From an optimization exercise on the open Yosys and OpenROAD flow, aimed at small area; shortcuts taken in it are not production practice.
At most, simulation tests tie the RTL to the original design; equivalence was not proved.
Only the layout flow was run in run 2; the RTL was not checked for function there.
Power figures rest on the tool's default switching activity, not on a simulated workload.

==> design.v <==
`default_nettype none
package gba_loader_pkg;
	localparam int ADDR_W      = 27;                 
	localparam int DATA_W      = 16;                 
	localparam int BIOS_ADDR_W = 12;                 
	localparam logic [7:0] IDX_BIOS  = 8'd0;         
	localparam logic [7:0] IDX_CHEAT = 8'd255;       
	localparam logic [ADDR_W-1:0] ROM_BASE_RESET = ADDR_W'('hC0000);  
	localparam int ROM_CREDITS   = 2;                
	localparam int CHEAT_CREDITS = 1;                
	localparam int TITLE_ADDR = 'hA0;
	localparam int TITLE_LEN  = 12;
	localparam logic [71:0] FLASH_MARKER = "FLASH1M_V";  
	typedef struct packed {
		logic              active;                   
		logic [7:0]        index;                    
		logic [ADDR_W-1:0] addr;                     
		logic [DATA_W-1:0] data;                     
		logic              wr;                       
	} ioctl_t;
	typedef struct packed {
		logic [ADDR_W-1:0] addr;                     
		logic [DATA_W-1:0] data;
	} rom_wr_t;
	typedef struct packed {
		logic                   wr;
		logic [BIOS_ADDR_W-1:0] addr;                
		logic [31:0]            data;
	} bios_wr_t;
	typedef struct packed {
		logic [31:0] flags;
		logic [31:0] address;
		logic [31:0] compare;
		logic [31:0] replace;
	} cheat_code_t;
	typedef struct packed {
		logic sram_off;                              
		logic memory_remap;                          
		logic gpio;                                  
		logic tilt;
		logic solar;
	} quirk_t;
	typedef struct packed {
		logic              loaded;
		logic [1:0]        cart_type;
		logic              flash_1m;
		quirk_t            quirks;
		logic [ADDR_W-1:0] last_addr;
	} cart_info_t;
	typedef struct packed {
		logic              homebrew_bios;            
		logic              cheats_off;
		logic [ADDR_W-1:0] rom_base;
	} cfg_t;
	typedef struct packed {
		logic        wr;
		logic [1:0]  addr;
		logic [31:0] data;
	} reg_req_t;
endpackage
`default_nettype wire
localparam int QUIRK_W       = 96 + 5;
localparam int QUIRK_ENTRIES = 15;
localparam logic [QUIRK_ENTRIES*QUIRK_W-1:0] QUIRK_TABLE = {
	{"ROCKY BOXING",             5'b10000},    
	{"DBZ LGCYGOKU",             5'b10000},
	{"IRIDIONII", 24'h0,         5'b10000},
	{"BOMBER MAN", 16'h0,        5'b11000},    
	{"CASTLEVANIA", 8'h0,        5'b11000},
	{"SUPER MARIO", 8'h0,        5'b11000},
	{"ZELDA 1", 40'h0,           5'b11000},
	{"SUPER MARIO2",             5'b11000},
	{"POKEMON EMER",             5'b00100},    
	{"POKEMON RUBY",             5'b00100},
	{"POKEMON SAPP",             5'b00100},
	{"BOKTAI", 48'h0,            5'b00101},    
	{"WARIOTWISTED",             5'b00100},    
	{"YOSHI TOPSY", 8'h0,        5'b00010},
	{"HAPPYPANECHU",             5'b00010}
};
`timescale 1ns/1ps
`default_nettype none
module cart_header_scan (
	input  wire        clk_sys,
	input  wire [5:0]  slot_we,       
	input  wire [15:0] data,
	output logic [4:0] quirk_hit
);
	wire lo_00 = (data[7:0] == 8'h00);
	wire lo_20 = (data[7:0] == 8'h20);
	wire lo_31 = (data[7:0] == 8'h31);
	wire lo_41 = (data[7:0] == 8'h41);
	wire lo_42 = (data[7:0] == 8'h42);
	wire lo_43 = (data[7:0] == 8'h43);
	wire lo_44 = (data[7:0] == 8'h44);
	wire lo_45 = (data[7:0] == 8'h45);
	wire lo_47 = (data[7:0] == 8'h47);
	wire lo_48 = (data[7:0] == 8'h48);
	wire lo_49 = (data[7:0] == 8'h49);
	wire lo_4b = (data[7:0] == 8'h4b);
	wire lo_4c = (data[7:0] == 8'h4c);
	wire lo_4d = (data[7:0] == 8'h4d);
	wire lo_4e = (data[7:0] == 8'h4e);
	wire lo_4f = (data[7:0] == 8'h4f);
	wire lo_50 = (data[7:0] == 8'h50);
	wire lo_52 = (data[7:0] == 8'h52);
	wire lo_53 = (data[7:0] == 8'h53);
	wire lo_54 = (data[7:0] == 8'h54);
	wire lo_56 = (data[7:0] == 8'h56);
	wire lo_57 = (data[7:0] == 8'h57);
	wire lo_58 = (data[7:0] == 8'h58);
	wire lo_59 = (data[7:0] == 8'h59);
	wire lo_5a = (data[7:0] == 8'h5a);
	wire hi_00 = (data[15:8] == 8'h00);
	wire hi_20 = (data[15:8] == 8'h20);
	wire hi_32 = (data[15:8] == 8'h32);
	wire hi_41 = (data[15:8] == 8'h41);
	wire hi_42 = (data[15:8] == 8'h42);
	wire hi_43 = (data[15:8] == 8'h43);
	wire hi_44 = (data[15:8] == 8'h44);
	wire hi_45 = (data[15:8] == 8'h45);
	wire hi_47 = (data[15:8] == 8'h47);
	wire hi_48 = (data[15:8] == 8'h48);
	wire hi_49 = (data[15:8] == 8'h49);
	wire hi_4b = (data[15:8] == 8'h4b);
	wire hi_4d = (data[15:8] == 8'h4d);
	wire hi_4e = (data[15:8] == 8'h4e);
	wire hi_4f = (data[15:8] == 8'h4f);
	wire hi_50 = (data[15:8] == 8'h50);
	wire hi_52 = (data[15:8] == 8'h52);
	wire hi_53 = (data[15:8] == 8'h53);
	wire hi_54 = (data[15:8] == 8'h54);
	wire hi_55 = (data[15:8] == 8'h55);
	wire hi_59 = (data[15:8] == 8'h59);
	logic [3:0] enc0, code0;
	always_comb begin
		enc0 = 4'd0;
		enc0 = enc0 | ({4{lo_42 & hi_4f}} & 4'd1);
		enc0 = enc0 | ({4{lo_43 & hi_41}} & 4'd2);
		enc0 = enc0 | ({4{lo_44 & hi_42}} & 4'd3);
		enc0 = enc0 | ({4{lo_48 & hi_41}} & 4'd4);
		enc0 = enc0 | ({4{lo_49 & hi_52}} & 4'd5);
		enc0 = enc0 | ({4{lo_50 & hi_4f}} & 4'd6);
		enc0 = enc0 | ({4{lo_52 & hi_4f}} & 4'd7);
		enc0 = enc0 | ({4{lo_53 & hi_55}} & 4'd8);
		enc0 = enc0 | ({4{lo_57 & hi_41}} & 4'd9);
		enc0 = enc0 | ({4{lo_59 & hi_4f}} & 4'd10);
		enc0 = enc0 | ({4{lo_5a & hi_45}} & 4'd11);
	end
	always_ff @(posedge clk_sys) if (slot_we[0]) code0 <= enc0;
	logic [3:0] enc1, code1;
	always_comb begin
		enc1 = 4'd0;
		enc1 = enc1 | ({4{lo_43 & hi_4b}} & 4'd1);
		enc1 = enc1 | ({4{lo_49 & hi_44}} & 4'd2);
		enc1 = enc1 | ({4{lo_4b & hi_45}} & 4'd3);
		enc1 = enc1 | ({4{lo_4b & hi_54}} & 4'd4);
		enc1 = enc1 | ({4{lo_4c & hi_44}} & 4'd5);
		enc1 = enc1 | ({4{lo_4d & hi_42}} & 4'd6);
		enc1 = enc1 | ({4{lo_50 & hi_45}} & 4'd7);
		enc1 = enc1 | ({4{lo_50 & hi_50}} & 4'd8);
		enc1 = enc1 | ({4{lo_52 & hi_49}} & 4'd9);
		enc1 = enc1 | ({4{lo_53 & hi_48}} & 4'd10);
		enc1 = enc1 | ({4{lo_53 & hi_54}} & 4'd11);
		enc1 = enc1 | ({4{lo_5a & hi_20}} & 4'd12);
	end
	always_ff @(posedge clk_sys) if (slot_we[1]) code1 <= enc1;
	logic [3:0] enc2, code2;
	always_comb begin
		enc2 = 4'd0;
		enc2 = enc2 | ({4{lo_41 & hi_20}} & 4'd1);
		enc2 = enc2 | ({4{lo_41 & hi_49}} & 4'd2);
		enc2 = enc2 | ({4{lo_45 & hi_52}} & 4'd3);
		enc2 = enc2 | ({4{lo_49 & hi_20}} & 4'd4);
		enc2 = enc2 | ({4{lo_49 & hi_4f}} & 4'd5);
		enc2 = enc2 | ({4{lo_4c & hi_45}} & 4'd6);
		enc2 = enc2 | ({4{lo_4c & hi_47}} & 4'd7);
		enc2 = enc2 | ({4{lo_4d & hi_4f}} & 4'd8);
		enc2 = enc2 | ({4{lo_4f & hi_54}} & 4'd9);
		enc2 = enc2 | ({4{lo_52 & hi_20}} & 4'd10);
		enc2 = enc2 | ({4{lo_59 & hi_20}} & 4'd11);
		enc2 = enc2 | ({4{lo_59 & hi_50}} & 4'd12);
	end
	always_ff @(posedge clk_sys) if (slot_we[2]) code2 <= enc2;
	logic [3:0] enc3, code3;
	always_comb begin
		enc3 = 4'd0;
		enc3 = enc3 | ({4{lo_00 & hi_00}} & 4'd1);
		enc3 = enc3 | ({4{lo_20 & hi_4d}} & 4'd2);
		enc3 = enc3 | ({4{lo_31 & hi_00}} & 4'd3);
		enc3 = enc3 | ({4{lo_41 & hi_4e}} & 4'd4);
		enc3 = enc3 | ({4{lo_42 & hi_4f}} & 4'd5);
		enc3 = enc3 | ({4{lo_43 & hi_59}} & 4'd6);
		enc3 = enc3 | ({4{lo_4d & hi_41}} & 4'd7);
		enc3 = enc3 | ({4{lo_4e & hi_20}} & 4'd8);
		enc3 = enc3 | ({4{lo_4e & hi_49}} & 4'd9);
		enc3 = enc3 | ({4{lo_54 & hi_4f}} & 4'd10);
		enc3 = enc3 | ({4{lo_56 & hi_41}} & 4'd11);
		enc3 = enc3 | ({4{lo_57 & hi_49}} & 4'd12);
	end
	always_ff @(posedge clk_sys) if (slot_we[3]) code3 <= enc3;
	logic [3:0] enc4, code4;
	always_comb begin
		enc4 = 4'd0;
		enc4 = enc4 | ({4{lo_00 & hi_00}} & 4'd1);
		enc4 = enc4 | ({4{lo_41 & hi_4e}} & 4'd2);
		enc4 = enc4 | ({4{lo_45 & hi_43}} & 4'd3);
		enc4 = enc4 | ({4{lo_45 & hi_4d}} & 4'd4);
		enc4 = enc4 | ({4{lo_47 & hi_4f}} & 4'd5);
		enc4 = enc4 | ({4{lo_49 & hi_00}} & 4'd6);
		enc4 = enc4 | ({4{lo_4e & hi_49}} & 4'd7);
		enc4 = enc4 | ({4{lo_50 & hi_53}} & 4'd8);
		enc4 = enc4 | ({4{lo_52 & hi_49}} & 4'd9);
		enc4 = enc4 | ({4{lo_52 & hi_55}} & 4'd10);
		enc4 = enc4 | ({4{lo_53 & hi_41}} & 4'd11);
		enc4 = enc4 | ({4{lo_53 & hi_54}} & 4'd12);
		enc4 = enc4 | ({4{lo_58 & hi_49}} & 4'd13);
	end
	always_ff @(posedge clk_sys) if (slot_we[4]) code4 <= enc4;
	logic [3:0] enc5, code5;
	always_comb begin
		enc5 = 4'd0;
		enc5 = enc5 | ({4{lo_00 & hi_00}} & 4'd1);
		enc5 = enc5 | ({4{lo_41 & hi_00}} & 4'd2);
		enc5 = enc5 | ({4{lo_42 & hi_59}} & 4'd3);
		enc5 = enc5 | ({4{lo_45 & hi_44}} & 4'd4);
		enc5 = enc5 | ({4{lo_45 & hi_52}} & 4'd5);
		enc5 = enc5 | ({4{lo_48 & hi_55}} & 4'd6);
		enc5 = enc5 | ({4{lo_4b & hi_55}} & 4'd7);
		enc5 = enc5 | ({4{lo_4e & hi_47}} & 4'd8);
		enc5 = enc5 | ({4{lo_4f & hi_00}} & 4'd9);
		enc5 = enc5 | ({4{lo_4f & hi_32}} & 4'd10);
		enc5 = enc5 | ({4{lo_50 & hi_50}} & 4'd11);
		enc5 = enc5 | ({4{lo_59 & hi_00}} & 4'd12);
	end
	always_ff @(posedge clk_sys) if (slot_we[5]) code5 <= enc5;
	always_comb begin
		quirk_hit = 5'd0;
		if (code0 == 4'd7 && code1 == 4'd1 && code2 == 4'd11 && code3 == 4'd5 && code4 == 4'd13 && code5 == 4'd8) quirk_hit = quirk_hit | 5'b10000;   
		if (code0 == 4'd3 && code1 == 4'd12 && code2 == 4'd7 && code3 == 4'd6 && code4 == 4'd5 && code5 == 4'd7) quirk_hit = quirk_hit | 5'b10000;   
		if (code0 == 4'd5 && code1 == 4'd2 && code2 == 4'd5 && code3 == 4'd9 && code4 == 4'd6 && code5 == 4'd1) quirk_hit = quirk_hit | 5'b10000;   
		if (code0 == 4'd1 && code1 == 4'd6 && code2 == 4'd3 && code3 == 4'd2 && code4 == 4'd2 && code5 == 4'd1) quirk_hit = quirk_hit | 5'b11000;   
		if (code0 == 4'd2 && code1 == 4'd11 && code2 == 4'd6 && code3 == 4'd11 && code4 == 4'd7 && code5 == 4'd2) quirk_hit = quirk_hit | 5'b11000;   
		if (code0 == 4'd8 && code1 == 4'd7 && code2 == 4'd10 && code3 == 4'd7 && code4 == 4'd9 && code5 == 4'd9) quirk_hit = quirk_hit | 5'b11000;   
		if (code0 == 4'd11 && code1 == 4'd5 && code2 == 4'd1 && code3 == 4'd3 && code4 == 4'd1 && code5 == 4'd1) quirk_hit = quirk_hit | 5'b11000;   
		if (code0 == 4'd8 && code1 == 4'd7 && code2 == 4'd10 && code3 == 4'd7 && code4 == 4'd9 && code5 == 4'd10) quirk_hit = quirk_hit | 5'b11000;   
		if (code0 == 4'd6 && code1 == 4'd3 && code2 == 4'd8 && code3 == 4'd8 && code4 == 4'd4 && code5 == 4'd5) quirk_hit = quirk_hit | 5'b00100;   
		if (code0 == 4'd6 && code1 == 4'd3 && code2 == 4'd8 && code3 == 4'd8 && code4 == 4'd10 && code5 == 4'd3) quirk_hit = quirk_hit | 5'b00100;   
		if (code0 == 4'd6 && code1 == 4'd3 && code2 == 4'd8 && code3 == 4'd8 && code4 == 4'd11 && code5 == 4'd11) quirk_hit = quirk_hit | 5'b00100;   
		if (code0 == 4'd1 && code1 == 4'd4 && code2 == 4'd2 && code3 == 4'd1 && code4 == 4'd1 && code5 == 4'd1) quirk_hit = quirk_hit | 5'b00101;   
		if (code0 == 4'd9 && code1 == 4'd9 && code2 == 4'd9 && code3 == 4'd12 && code4 == 4'd12 && code5 == 4'd4) quirk_hit = quirk_hit | 5'b00100;   
		if (code0 == 4'd10 && code1 == 4'd10 && code2 == 4'd4 && code3 == 4'd10 && code4 == 4'd8 && code5 == 4'd12) quirk_hit = quirk_hit | 5'b00010;   
		if (code0 == 4'd4 && code1 == 4'd8 && code2 == 4'd12 && code3 == 4'd4 && code4 == 4'd3 && code5 == 4'd6) quirk_hit = quirk_hit | 5'b00010;   
	end
endmodule
`default_nettype wire
`timescale 1ns/1ps
`default_nettype none
module gba_loader_top (
	input  logic         clk_sys,
	input  logic         reset,
	input  logic         ioctl_active,
	input  logic [7:0]   ioctl_index,
	input  logic [26:0]  ioctl_addr,
	input  logic [15:0]  ioctl_data,
	input  logic         ioctl_wr,
	output logic         ioctl_wait,
	output logic         rom_valid,
	output logic [26:0]  rom_addr,
	output logic [15:0]  rom_data,
	input  logic         rom_credit,
	output logic         cheat_valid,
	output logic [127:0] cheat_code,
	input  logic         cheat_credit,
	output logic         cheat_clear,
	output logic         bios_wr,
	output logic [11:0]  bios_addr,
	output logic [31:0]  bios_data,
	input  logic         reg_wr,
	input  logic [1:0]   reg_addr,
	input  logic [31:0]  reg_wdata,
	output logic [31:0]  reg_rdata
);
	logic idx_bios, idx_cheat, cart_now, beat, cart_beat, cheat_beat;
	assign idx_bios   = (ioctl_index == 8'd0);
	assign idx_cheat  = (ioctl_index == 8'd255);
	assign cart_now   = ioctl_active && !idx_bios && !idx_cheat;
	assign beat       = ioctl_active && ioctl_wr;
	assign cart_beat  = beat && !idx_bios && !idx_cheat;
	assign cheat_beat = beat && idx_cheat;
	logic        homebrew;
	logic        cheats_off;
	logic [26:0] rom_base;
	always_ff @(posedge clk_sys) begin
		if (reset) begin
			homebrew   <= 1'b0;
			cheats_off <= 1'b0;
			rom_base   <= 27'hC0000;
		end else if (reg_wr) begin
			if (reg_addr == 2'd0) begin
				homebrew   <= reg_wdata[0];
				cheats_off <= reg_wdata[1];
			end
			if (reg_addr == 2'd1) rom_base <= reg_wdata[26:0];
		end
	end
	logic        full0, full1;       
	logic        rv;                 
	logic [1:0]  rom_out;            
	logic [26:0] a0, a1;
	logic [15:0] d0, d1;
	logic [26:0] base_g;
	logic [26:0] sum;
	assign base_g = {rom_base[26:14], rom_base[13:1] & {13{!idx_bios}}, rom_base[0]};
	assign sum    = {ioctl_addr[26:1] + base_g[26:1], base_g[0]};
	always_ff @(posedge clk_sys) begin
		if (reset) begin
			full0   <= 1'b0;
			full1   <= 1'b0;
			rv      <= 1'b0;
			rom_out <= 2'd0;
		end else begin
			full1   <= full0 && !rv && (full1 || cart_beat);
			full0   <= full1 || (full0 && !rv) || cart_beat;
			rv      <= !rv && full0 && (rom_out != 2'd2);    
			rom_out <= rom_out + 2'(rv) - 2'(rom_credit);
		end
	end
	always_ff @(posedge clk_sys) begin
		if (!full0 || rv) begin
			a0 <= full1 ? a1 : sum;
			d0 <= full1 ? d1 : ioctl_data;
		end
		if (!full1) a1 <= sum;
		if (beat && !(idx_bios && ioctl_addr[1])) d1 <= ioctl_data;
	end
	assign rom_valid = rv;
	assign rom_addr  = a0;
	assign rom_data  = d0;
	logic        bios_wr_q;
	logic [15:0] bios_hi;
	always_ff @(posedge clk_sys) begin
		bios_wr_q <= beat && idx_bios && ioctl_addr[1] && !homebrew;
		bios_hi   <= ioctl_data;
	end
	assign bios_wr   = bios_wr_q;
	assign bios_addr = a1[13:2];
	assign bios_data = {bios_hi, d1};
	logic [15:0] ch0, ch1, ch2, ch3, ch4, ch5, ch6;    
	logic        cp;                 
	logic        cv;
	logic        cheat_out;          
	logic        cheat_push;
	assign cheat_push = cheat_beat && (ioctl_addr[3:1] == 3'd7) && !cheats_off;
	always_ff @(posedge clk_sys) begin
		if (cheat_beat) begin
			case (ioctl_addr[3:1])
				3'd0: ch0 <= ioctl_data;
				3'd1: ch1 <= ioctl_data;
				3'd2: ch2 <= ioctl_data;
				3'd3: ch3 <= ioctl_data;
				3'd4: ch4 <= ioctl_data;
				3'd5: ch5 <= ioctl_data;
				3'd6: ch6 <= ioctl_data;
				default: ;
			endcase
		end
	end
	always_ff @(posedge clk_sys) begin
		if (reset) begin
			cp        <= 1'b0;
			cv        <= 1'b0;
			cheat_out <= 1'b0;
		end else begin
			cp        <= cheat_push || (cp && !cv);
			cv        <= cp && !cv && !cheat_out;
			cheat_out <= cv || (cheat_out && !cheat_credit);
		end
	end
	assign cheat_valid = cv;
	assign cheat_code  = {ch1, ch0, ch3, ch2, ch5, ch4, d1, ch6};
	assign ioctl_wait  = full1 || cp;
	logic cart_q, cheat_q, clear_q;
	always_ff @(posedge clk_sys) begin
		cart_q  <= cart_now;
		cheat_q <= ioctl_active && idx_cheat;
		clear_q <= ioctl_active && idx_cheat && !cheat_q;
	end
	assign cheat_clear = clear_q;
	logic [8:0] m0, m1;              
	logic [3:0] ms, ms1, ms2;
	logic       hit0, hit1;
	always_comb begin
		for (int k = 0; k < 9; k++) begin
			m0[k] = (ioctl_data[7:0]  == 8'("FLASH1M_V" >> (8 * (8 - k))));
			m1[k] = (ioctl_data[15:8] == 8'("FLASH1M_V" >> (8 * (8 - k))));
		end
	end
	always_comb begin
		ms1  = {3'd0, m0[0]};
		hit0 = 1'b0;
		case (ms)
			4'd0: if (m0[0]) ms1 = 4'd1;
			4'd1: if (m0[1]) ms1 = 4'd2;
			4'd2: if (m0[2]) ms1 = 4'd3;
			4'd3: if (m0[3]) ms1 = 4'd4;
			4'd4: if (m0[4]) ms1 = 4'd5;
			4'd5: if (m0[5]) ms1 = 4'd6;
			4'd6: if (m0[6]) ms1 = 4'd7;
			4'd7: if (m0[7]) ms1 = 4'd8;
			4'd8: hit0 = m0[8];
			default: ;
		endcase
		ms2  = {3'd0, m1[0]};
		hit1 = 1'b0;
		case (ms1)
			4'd0: if (m1[0]) ms2 = 4'd1;
			4'd1: if (m1[1]) ms2 = 4'd2;
			4'd2: if (m1[2]) ms2 = 4'd3;
			4'd3: if (m1[3]) ms2 = 4'd4;
			4'd4: if (m1[4]) ms2 = 4'd5;
			4'd5: if (m1[5]) ms2 = 4'd6;
			4'd6: if (m1[6]) ms2 = 4'd7;
			4'd7: if (m1[7]) ms2 = 4'd8;
			4'd8: hit1 = m1[8];
			default: ;
		endcase
	end
	always_ff @(posedge clk_sys) begin
		if (reset)          ms <= 4'd0;
		else if (cart_beat) ms <= ms2;
	end
	logic [5:0] slot_we;
	logic       title_end;
	logic [4:0] quirk_hit;
	always_comb begin
		for (int j = 0; j < 6; j++)
			slot_we[j] = cart_beat && (ioctl_addr[26:1] == 26'((8'hA0 >> 1) + j));
	end
	assign title_end = (ioctl_addr[26:1] == 26'(8'hAC >> 1));
	cart_header_scan cart_header_scan_i (
		.clk_sys, .slot_we, .data (ioctl_data), .quirk_hit
	);
	logic        loaded;
	logic [1:0]  cart_type;
	logic        flash_1m;
	logic [4:0]  quirks;
	logic [26:0] last_addr;
	always_ff @(posedge clk_sys) begin
		if (reset) begin
			loaded    <= 1'b0;
			cart_type <= 2'd0;
			flash_1m  <= 1'b0;
			quirks    <= 5'd0;
			last_addr <= 27'd0;
		end else begin
			if (cart_now && !cart_q) begin
				loaded    <= 1'b1;
				cart_type <= ioctl_index[7:6];
				flash_1m  <= 1'b0;
				quirks    <= 5'd0;
			end
			if (cart_q && !ioctl_active) last_addr <= ioctl_addr;
			if (cart_beat && (hit0 || hit1)) flash_1m <= 1'b1;
			if (cart_beat && title_end) quirks <= quirk_hit;
		end
	end
	always_comb begin
		case (reg_addr)
			2'd0:    reg_rdata = {30'd0, cheats_off, homebrew};
			2'd1:    reg_rdata = {5'd0, rom_base};
			2'd2:    reg_rdata = {23'd0, quirks, flash_1m, cart_type, loaded};
			default: reg_rdata = {5'd0, last_addr};
		endcase
	end
endmodule
`default_nettype wire
==> run.sh <==
#!/bin/bash
# synth_recipe.tcl (not shown) runs the flow's synth.tcl, then flattens the netlist and writes it again
# the make line also repeats each setting of config.mk as NAME=value (left out here)
make -C /OpenROAD-flow-scripts/flow DESIGN_CONFIG=/design/flow/config.mk WORK_HOME=/design/flow/orfs CLKGATE_MAP_FILE= SYNTH_SCRIPT=/design/flow/synth_recipe.tcl finish
==> config.mk <==
export PLATFORM = sky130hd
export DESIGN_NAME = gba_loader_top
export DESIGN_NICKNAME = gba_loader_top
export VERILOG_FILES = /design/flow/design.v
export SDC_FILE = /design/flow/constraint.sdc
export NUM_CORES = 4
export LEC_CHECK = 0
export CAP_MARGIN = 20
export CORE_MARGIN = 2
export CORE_UTILIZATION = 40
export SLEW_MARGIN = 20
==> constraint.sdc <==
create_clock -name core_clock -period 5.5 [get_ports {clk_sys}]
set_input_delay 1.1000 -clock core_clock [delete_from_list [all_inputs] [get_ports {clk_sys}]]
set_output_delay 1.1000 -clock core_clock [all_outputs]
set_load 0.01 [all_outputs]
==> results of run 1 <==
==> metrics by stage <==
stage / power [mW] / worst slack, ns / hold WS, ns / area, um^2 / utilization
final: 5.69 / 0.926 / 0.382 / 18900 / 0.546
after global routing: 5.88 / 0.673 / 0.402 / 18900 / 0.546
after detailed placement: 3.38 / 0.378 / 0.380 / 17800 / 0.513
after global placement: 3.38 / 0.450 / 0.378 / 17800 / 0.513
after CTS: 5.72 / 0.927 / 0.388 / 18900 / 0.546
after floorplan: 3.04 / 1.65 / 0.367 / 14100 / -
==> metal layers <==
layer	vias to the layer above	routed length [um]
li1	5300	-
met1	5573	20300
met2	453	23100
met3	75	2780
met4	0	1090
met5	-	0
==> critical path: cells and delay by family <==
kind / cells / cell delay, ns
fa+ha+maj: 2 / 0.68
xor+xnor: 1 / 0.16
compound gates: 6 / 1.36
buf+inv: 1 / 0.44
simple gates: 3 / 1.05
==> synthesized netlist by cell type (all sizes together) (3+ instances only) <==
cell     instances  share of area
nand3           30          0.011
nor3b            7         0.0041
o22ai            3         0.0013
ha              27          0.024
and2            19         0.0086
nor4            23          0.010
or2              8         0.0036
a31oi            9         0.0040
xor2            14         0.0087
nand4b           5         0.0031
and3             6         0.0027
nor4b           10         0.0073
mux2i           24          0.017
xnor2           10         0.0062
o31ai            9         0.0051
dfxtp          124           0.18
or3              3         0.0013
and4b            3         0.0022
a311oi           3         0.0019
inv             18         0.0048
a211oi           7         0.0037
o211ai           6         0.0032
a22o             7         0.0044
nand4           25          0.011
nor2            82          0.023
edfxtp         195           0.42
a21o             8         0.0043
mux2            25          0.020
nand3b           7         0.0037
buf             36          0.019
or4              4         0.0021
nor4bb           5         0.0036
or4b             3         0.0021
nand2b          18         0.0080
nor3            35          0.013
nand2          206          0.055
o21ai           46          0.016
a21oi           99          0.035
clkbuf          47          0.015
o2111ai          4         0.0025
nor2b           33          0.015
==> state kept, by name, summed over array words and instances (netlist names), 27 cells and up <==
signal	flops
a0	27
a1	27
last_addr	27
rom_base	27
==> layout make-up <==
type	instances	area (um^2)	area share
well taps	455	569	0.0301
clock inverters	17	225	0.0119
diodes	2	5.00	0.000265
clock buffers	47	921	0.0487
repair buffers	361	3540	0.187
flip-flops and latches	319	8340	0.441
multi-input cells	867	5260	0.278
inverters	18	67.6	0.00357
==> report_power, final <==
part	switching (mW)	leakage, nW	internal [mW]	total [mW]
Clock	0.969	0.554	1.38	2.35
Combinational	0.327	3.26	0.296	0.623
Sequential	0.0548	2.79	2.65	2.71
Total	1.35	6.60	4.34	5.69
==> how the worst max path moves through the flow <==
| stage | to | slack, ns | cells past startpoint |
|---|---|---|---|
| final | a0[21] | 0.93 | 13 |
| after global routing | a0[21] | 0.67 | 13 |
| after CTS | a0[21] | 0.93 | 13 |
| after detailed placement | a0[15] | 0.38 | 13 |
| after global placement | a0[15] | 0.45 | 13 |
| after floorplan | a0[20] | 1.65 | 12 |
==> cell families (layout without fill, tap and decap cells) <==
kind of cell               Yosys count  after routing
and+or+nand+nor                    537            537
DFF                                319            319
AOI/OAI and AO/OA                  222            222
buffers and inverters              102            443
muxes                               51             51
adders and majority gates           28             28
xor gates and xnor gates            24             24
other                                1              7
==> flow_metrics.env, run 1 <==
export IMPL_dr_total_vias=11400
export IMPL_synth_mux_area_frac=0.0402
export IMPL_yosysWarnings=2
export IMPL_syn2layout_area_growth_pct=34.3
export IMPL_final_common_cell="clkdlybuf4s50_1"
export IMPL_post_cts_buffers=0
export IMPL_netlist_instances=1284
export IMPL_holdCritPathClass="flip-flop to flip-flop"
export IMPL_cts_sinks=319
export IMPL_dp_cells=2020
export IMPL_grt_pass1_vias=10900
export IMPL_first_pass_iters=5
export IMPL_clk_pin_slew_ns=0.06
export IMPL_drive_gt1_frac=0.0823
export IMPL_worst_pin_slew_ns=1.11
export IMPL_r2r_cells=10
export IMPL_h_tree_depth=2
export IMPL_synth_edf_count=195
export IMPL_detail_route_antenna_nets=0
export IMPL_dpl_hpwl_mm=34.9
export IMPL_hold_viol=0
export IMPL_ys_seq_area_frac=0.592
export IMPL_grt_met1_usage=0.341
export IMPL_rsz0062_at_grt="false"
export IMPL_synth_cell_area_um2=14100
export IMPL_core_area_um2=34600
export IMPL_avgRoutedWirePerCell_um=22.7
export IMPL_via_per_inst=5.47
export IMPL_slew_violations=0
export IMPL_dieWidth_um=192
export IMPL_io_buffers=333
export IMPL_busiest_layer="met2"
export IMPL_cts_resized_gates=0
export IMPL_worstSetupPathType="input pin to flip-flop"
export IMPL_synth_compound_area_frac=0.0948
export IMPL_crit_chain="clkdlybuf4s50_1, nor4_1, nand2_1, and2_1, ha_1, fa_1, a211oi_1, o211ai_1, a21oi_1, o31ai_1, a31oi_1, xor2_1, o21ai_0"
export IMPL_layout_common_cells="clkdlybuf4s50_1 (332), nand2_1 (205), edfxtp_1 (195)"
export IMPL_io_pin_count=344
export IMPL_hold_path_end="clear_q"
export IMPL_antenna_found_initial=2
export IMPL_synth_cell_types=77
export IMPL_num_rows=68
export IMPL_setup_tns_ns=0
export IMPL_drc=0
export IMPL_synth_adder_area_share=0.0254
export IMPL_die_area_um2=36700
export IMPL_synth_simple_gate_area_frac=0.194
export IMPL_postCtsHoldBufs=0
export IMPL_grt_max_degree=78
export IMPL_cts_buffers_inserted=35
export IMPL_crit_fanout=14
export IMPL_async_reset_ff_frac=0
export IMPL_min_path_cells=1
export IMPL_cp_startpoint="ioctl_index[7]"
export IMPL_fill_cells=3104
export IMPL_met3_usage=0.0344
export IMPL_fmaxAchievable_mhz=219
export IMPL_cts_root_buf="clkbuf_16"
export IMPL_synth_seq_cells=319
export IMPL_syn_area_per_cell_um2=11.0
export IMPL_slowest_stage="fa_1"
export IMPL_grt_use_met2=0.423
export IMPL_gp_congestion=0.920
export IMPL_start_util=0.407
export IMPL_worstPathRequired_ns=5.72
export IMPL_status="timing/DRC/antenna clean"
export IMPL_clockBufferDepth=3
export IMPL_max_cap_violations=0
export IMPL_clk_latency_ns=0.52
export IMPL_grt_pass1_wl_mm=68.7
export IMPL_peakVddDrop_v=0.000202
export IMPL_reg2reg_to="a0[21]"
export IMPL_finClkSkew_ns=0.0161
export IMPL_slew_headroom=0.258
export IMPL_cts_tree="yes"
export IMPL_final_period_utilization=0.832
export IMPL_arrival_ns=4.79
export IMPL_setup_viol=0
export IMPL_synth_flop_cell="edfxtp_1"
export IMPL_power_leakage_nw=6.60
export IMPL_power_density_nw_per_um2=301
export IMPL_crit_reg2reg_launch="rom_base[1]"
export IMPL_crit_path_max_incr_delay_ns=0.46
export IMPL_drt_wl_total_mm=47.3
export IMPL_critPathCaptureType="flip-flop"
export IMPL_critPathLaunchType="input pin"
export IMPL_track_usage=0.252
export IMPL_first_iter_violations=1076
export IMPL_worstHoldStart="cheat_q"
export IMPL_r2r_slack_ns=2.49
export IMPL_final_nets=1722
export IMPL_synth_top_family_by_area="simple AND/OR/NAND/NOR gates"
export IMPL_grt_ovfl_total=0
export IMPL_fin_cells=2086
export IMPL_synth_xor_area_frac=0.0149
export IMPL_die_h_um=192
export IMPL_fin_crit_ns=4.57
==> run 2: changes to the inputs <==
--- a/design.v
+++ b/design.v
@@ -307,4 +307,5 @@
 	logic        full0, full1;       
 	logic        rv;                 
+	logic        move;               
 	logic [1:0]  rom_out;            
 	logic [26:0] a0, a1;
@@ -314,4 +315,5 @@
 	assign base_g = {rom_base[26:14], rom_base[13:1] & {13{!idx_bios}}, rom_base[0]};
 	assign sum    = {ioctl_addr[26:1] + base_g[26:1], base_g[0]};
+	assign move   = full1 && (!full0 || rv);
 	always_ff @(posedge clk_sys) begin
 		if (reset) begin
@@ -321,16 +323,16 @@
 			rom_out <= 2'd0;
 		end else begin
-			full1   <= full0 && !rv && (full1 || cart_beat);
-			full0   <= full1 || (full0 && !rv) || cart_beat;
-			rv      <= !rv && full0 && (rom_out != 2'd2);    
+			full1   <= cart_beat || (full1 && !move);
+			full0   <= move || (full0 && !rv);
+			rv      <= !rv && (full0 || full1) && (rom_out != 2'd2);   
 			rom_out <= rom_out + 2'(rv) - 2'(rom_credit);
 		end
 	end
 	always_ff @(posedge clk_sys) begin
-		if (!full0 || rv) begin
-			a0 <= full1 ? a1 : sum;
-			d0 <= full1 ? d1 : ioctl_data;
+		if (move) begin
+			a0 <= a1;
+			d0 <= d1;
 		end
-		if (!full1) a1 <= sum;
+		if (beat) a1 <= sum;
 		if (beat && !(idx_bios && ioctl_addr[1])) d1 <= ioctl_data;
 	end
@@ -380,5 +382,5 @@
 	assign cheat_valid = cv;
 	assign cheat_code  = {ch1, ch0, ch3, ch2, ch5, ch4, d1, ch6};
-	assign ioctl_wait  = full1 || cp;
+	assign ioctl_wait  = (full0 && full1) || cp;
 	logic cart_q, cheat_q, clear_q;
 	always_ff @(posedge clk_sys) begin
==> flow/run.sh (new file) <==
#!/bin/bash
# The standard layout, with each port buffered by the smallest buffer
# (buf_1) instead of the one buffer_ports picks by default.
set -euo pipefail
cd "$(dirname "$0")/.."
export BUFFER_PORTS_ARGS="-buffer_cell sky130_fd_sc_hd__buf_1"
bash standard.sh > standard.log 2>&1
==> standard.sh (new file) <==
#!/bin/bash
# synth_recipe.tcl (not shown) runs the flow's synth.tcl, then flattens the netlist and writes it again
# the make line also repeats each setting of config.mk as NAME=value (left out here)
make -C /OpenROAD-flow-scripts/flow DESIGN_CONFIG=/design/flow/config.mk WORK_HOME=/design/flow/orfs CLKGATE_MAP_FILE= SYNTH_SCRIPT=/design/flow/synth_recipe.tcl "${@:-finish}"
removed: run.sh
==> run 2 against run 1 <==
Compared with the run above: fmax increased by 3.1%; final cell count decreased by 2.6%; die area decreased by 0.79%; via count decreased by 2.6%; synthesized cell count decreased by 4.7%; still clean on timing, DRC and antenna; clock-buffer cell count increased by 2.
==> flow_metrics.env, run 2 <==
export IMPL_status="timing/DRC/antenna clean"
export IMPL_slew_violations=0
export IMPL_total_power_mw=5.34
export IMPL_grt_pass1_vias=10300
export IMPL_synth_cell_types=71
export IMPL_synth_cell_area_um2=14000
export IMPL_min_path_cells=1
export IMPL_synth_edf_count=222
export IMPL_first_iter_violations=787
export IMPL_holdCritPathClass="flip-flop to flip-flop"
export IMPL_gp_congestion=0.931
export IMPL_first_pass_iters=5
export IMPL_final_nets=1667
export IMPL_dr_total_vias=11100
export IMPL_avgRoutedWirePerCell_um=22.0
export IMPL_fmaxAchievable_mhz=225
export IMPL_antenna_found_initial=1
export IMPL_cts_root_buf="clkbuf_16"
export IMPL_via_per_inst=5.47
export IMPL_cts_tree="yes"
export IMPL_detail_route_antenna_nets=0
export IMPL_hold_path_end="clear_q"
export IMPL_setup_tns_ns=0
export IMPL_fin_ws_ns=1.06
export IMPL_syn_area_per_cell_um2=11.4
export IMPL_die_h_um=191
export IMPL_postCtsHoldBufs=0
export IMPL_pre_cts_slack_ns=0.588
export IMPL_grt_ovfl_total=0
export IMPL_clk_latency_ns=0.51
export IMPL_worstHoldStart="cheat_q"
export IMPL_io_buffers=333
export IMPL_ys_seq_area_frac=0.616
export IMPL_core_area_um2=34500
export IMPL_cts_resized_gates=0
export IMPL_critPathLaunchType="input pin"
export IMPL_drc=0
export IMPL_syn2layout_area_growth_pct=19.9
export IMPL_dieWidth_um=191
export IMPL_fin_crit_ns=4.44
export IMPL_arrival_ns=4.70
export IMPL_async_reset_ff_frac=0
export IMPL_synth_flop_cell="edfxtp_1"
export IMPL_max_cap_violations=0
export IMPL_cts_buffers_inserted=36
export IMPL_fin_cells=2031
export IMPL_worst_pin_slew_ns=0.965
export IMPL_synth_area_leader_cell="edfxtp_1"
export IMPL_synth_seq_cells=319
export IMPL_cts_sinks=319
export IMPL_dp_cells=1964
export IMPL_grt_max_degree=70
export IMPL_power_leakage_nw=5.58
export IMPL_worstSetupPathType="input pin to flip-flop"
export IMPL_slew_headroom=0.353
export IMPL_io_pin_count=344
export IMPL_peakVddDrop_v=0.000284
export IMPL_crit_reg2reg_launch="rom_base[1]"
export IMPL_synth_common_cells="edfxtp_1 (222), nand2_1 (163), dfxtp_1 (97), a21oi_1 (93), nor2_1 (84)"
export IMPL_final_common_cell="buf_1"
export IMPL_netlist_instances=1224
export IMPL_final_core_util=0.486
export IMPL_finClkSkew_ns=0.0144
export IMPL_final_period_utilization=0.807
export IMPL_synth_top_cell_area_share=0.477
export IMPL_track_usage=0.240
export IMPL_start_util=0.406
export IMPL_post_cts_buffers=0
export IMPL_worstPathRequired_ns=5.76
export IMPL_drt_wl_total_mm=44.8
export IMPL_h_tree_depth=2
export IMPL_drive_gt1_frac=0.0705
export IMPL_die_area_um2=36500
export IMPL_r2r_slack_ns=2.50
export IMPL_dpl_hpwl_mm=33.8
export IMPL_synth_area_top_cells="edfxtp_1 (48%), dfxtp_1 (14%), nand2_1 (4.4%)"
export IMPL_power_density_nw_per_um2=319
export IMPL_r2r_cells=10
export IMPL_setup_viol=0
export IMPL_layout_common_cells="buf_1 (331), edfxtp_1 (222), nand2_1 (162)"
export IMPL_reg2reg_to="a1[23]"
export IMPL_clk_pin_slew_ns=0.06
export IMPL_crit_fanout=13
export IMPL_yosysWarnings=2
export IMPL_hold_viol=0
export IMPL_num_rows=68
export IMPL_post_synth_top_count_cell="edfxtp_1"
export IMPL_grt_pass1_wl_mm=65.1
export IMPL_rsz0062_at_grt="false"
export IMPL_clockBufferDepth=3
export IMPL_critPathCaptureType="flip-flop"
==> run 2: cell types whose count changed after synthesis, sizes merged, moves of 7 or more <==
| cell | change |
|---|---|
| edfxtp | +27 |
| nand2 | -43 |
| nand3 | +8 |
| o31ai | -8 |
| o21ai | -26 |
| nor4 | -7 |
| clkbuf | -12 |
| nor3 | +12 |
| dfxtp | -27 |
| mux2 | -16 |
==> run 2: report_power, final <==
group	switching (mW)	internal, mW	leakage [nW]
Sequential	0.0347	2.64	2.76
Clock	0.937	1.33	0.552
Combinational	0.275	0.130	2.26
Total	1.25	4.10	5.58
==> run 2: logic make-up after synthesis <==
family | after synthesis | synth area share
AOI/OAI and AO/OA | 201 | 0.0920
xor gates and xnor gates | 23 | 0.0144
adders and majority gates | 28 | 0.0256
buffers and inverters | 97 | 0.0356
DFF | 319 | 0.616
muxes | 35 | 0.0277
other | 1 | 0.000268
and+or+nand+nor | 520 | 0.189
==> run 2: worst max-delay path by stage <==
stage                   start      to  slack [ns]  depth (start not counted)
2_1_floorplan  ioctl_index[7]  a1[23]        1.42                         13
3_3_place_gp   ioctl_index[4]  a1[23]        0.63                         13
3_5_place_dp   ioctl_index[4]  a1[23]        0.59                         13
4_1_cts        ioctl_index[4]  a1[23]        1.12                         13
5_1_grt        ioctl_index[4]  a1[25]        0.82                         13
6_report       ioctl_index[4]  a1[23]        1.06                         13
==> run 2: metrics by stage <==
step | area [um^2] | hold slack, ns
after detailed placement | 15600 | 0.382
after global placement | 15600 | 0.379
after global routing | 16800 | 0.407
final | 16800 | 0.398
after CTS | 16700 | 0.395
after floorplan | 14000 | 0.367
==> run 2: per-layer routing <==
metal | GRT usage | share of wire | up-vias
met2 | 0.374 | 0.46 | 447
met4 | 0.0805 | 0.028 | 0
li1 | - | - | 5156
met5 | 0 | 0 | -
met1 | 0.344 | 0.45 | 5424
met3 | 0.0325 | 0.061 | 74
==> run 2: final cells by class <==
cell class,instances,area [um^2]
Antenna cell,1,2.50
Clock buffer,49,993
Clock inverter,17,145
Fill cell,3209,17700
Inverter,22,82.6
Multi-Input combinational cell,812,4930
Sequential cell,319,8610
Tap cell,455,569
Timing Repair Buffer,356,1430
==> run 2: worst max-delay path, stage by stage <==
cell and delay (ns):
buf_1 0.09, nor4_1 0.65, nand2_1 0.30, buf_4 0.28
and2_1 0.21, fa_1 0.45, a211oi_1 0.33, o21a_1 0.17
o21ai_0 0.13, a31oi_2 0.37, nand2_1 0.18, mux2i_1 0.15
or2_2 0.29

-- afterwards: timing with drivers on the ports --
The results above use ideal ports. As a check the final layouts listed here were re-extracted and re-timed, cells and wires unchanged.
Step 1 assumes that a clkbuf_16 drives the clock port and a buf_2 every other input.
Step 2 times the ports against the registers' clock, not the clock port: input delays grow and output delays shrink by t, the midpoint of the rising clock arrivals with the driver on.
a / b / c = ideal ports / drivers / drivers and shift; a / b = the first two.
run	shift t [ns]	setup WS [ns]	worst setup path at the end	latest minus earliest clock arrival (ns)	worst data-port slew with drivers (ns)
run 1	0.568	0.926 / 0.959 / 0.391	input to register	0.019 / 0.020	0.08
run 2	0.565	1.063 / 1.095 / 0.530	input to register	0.023 / 0.023	0.13
After both steps every run listed still meets setup and hold. For run 1, which loses most, drivers alone change the setup slack by +0.033 ns; drivers and shift together by -0.535 ns.
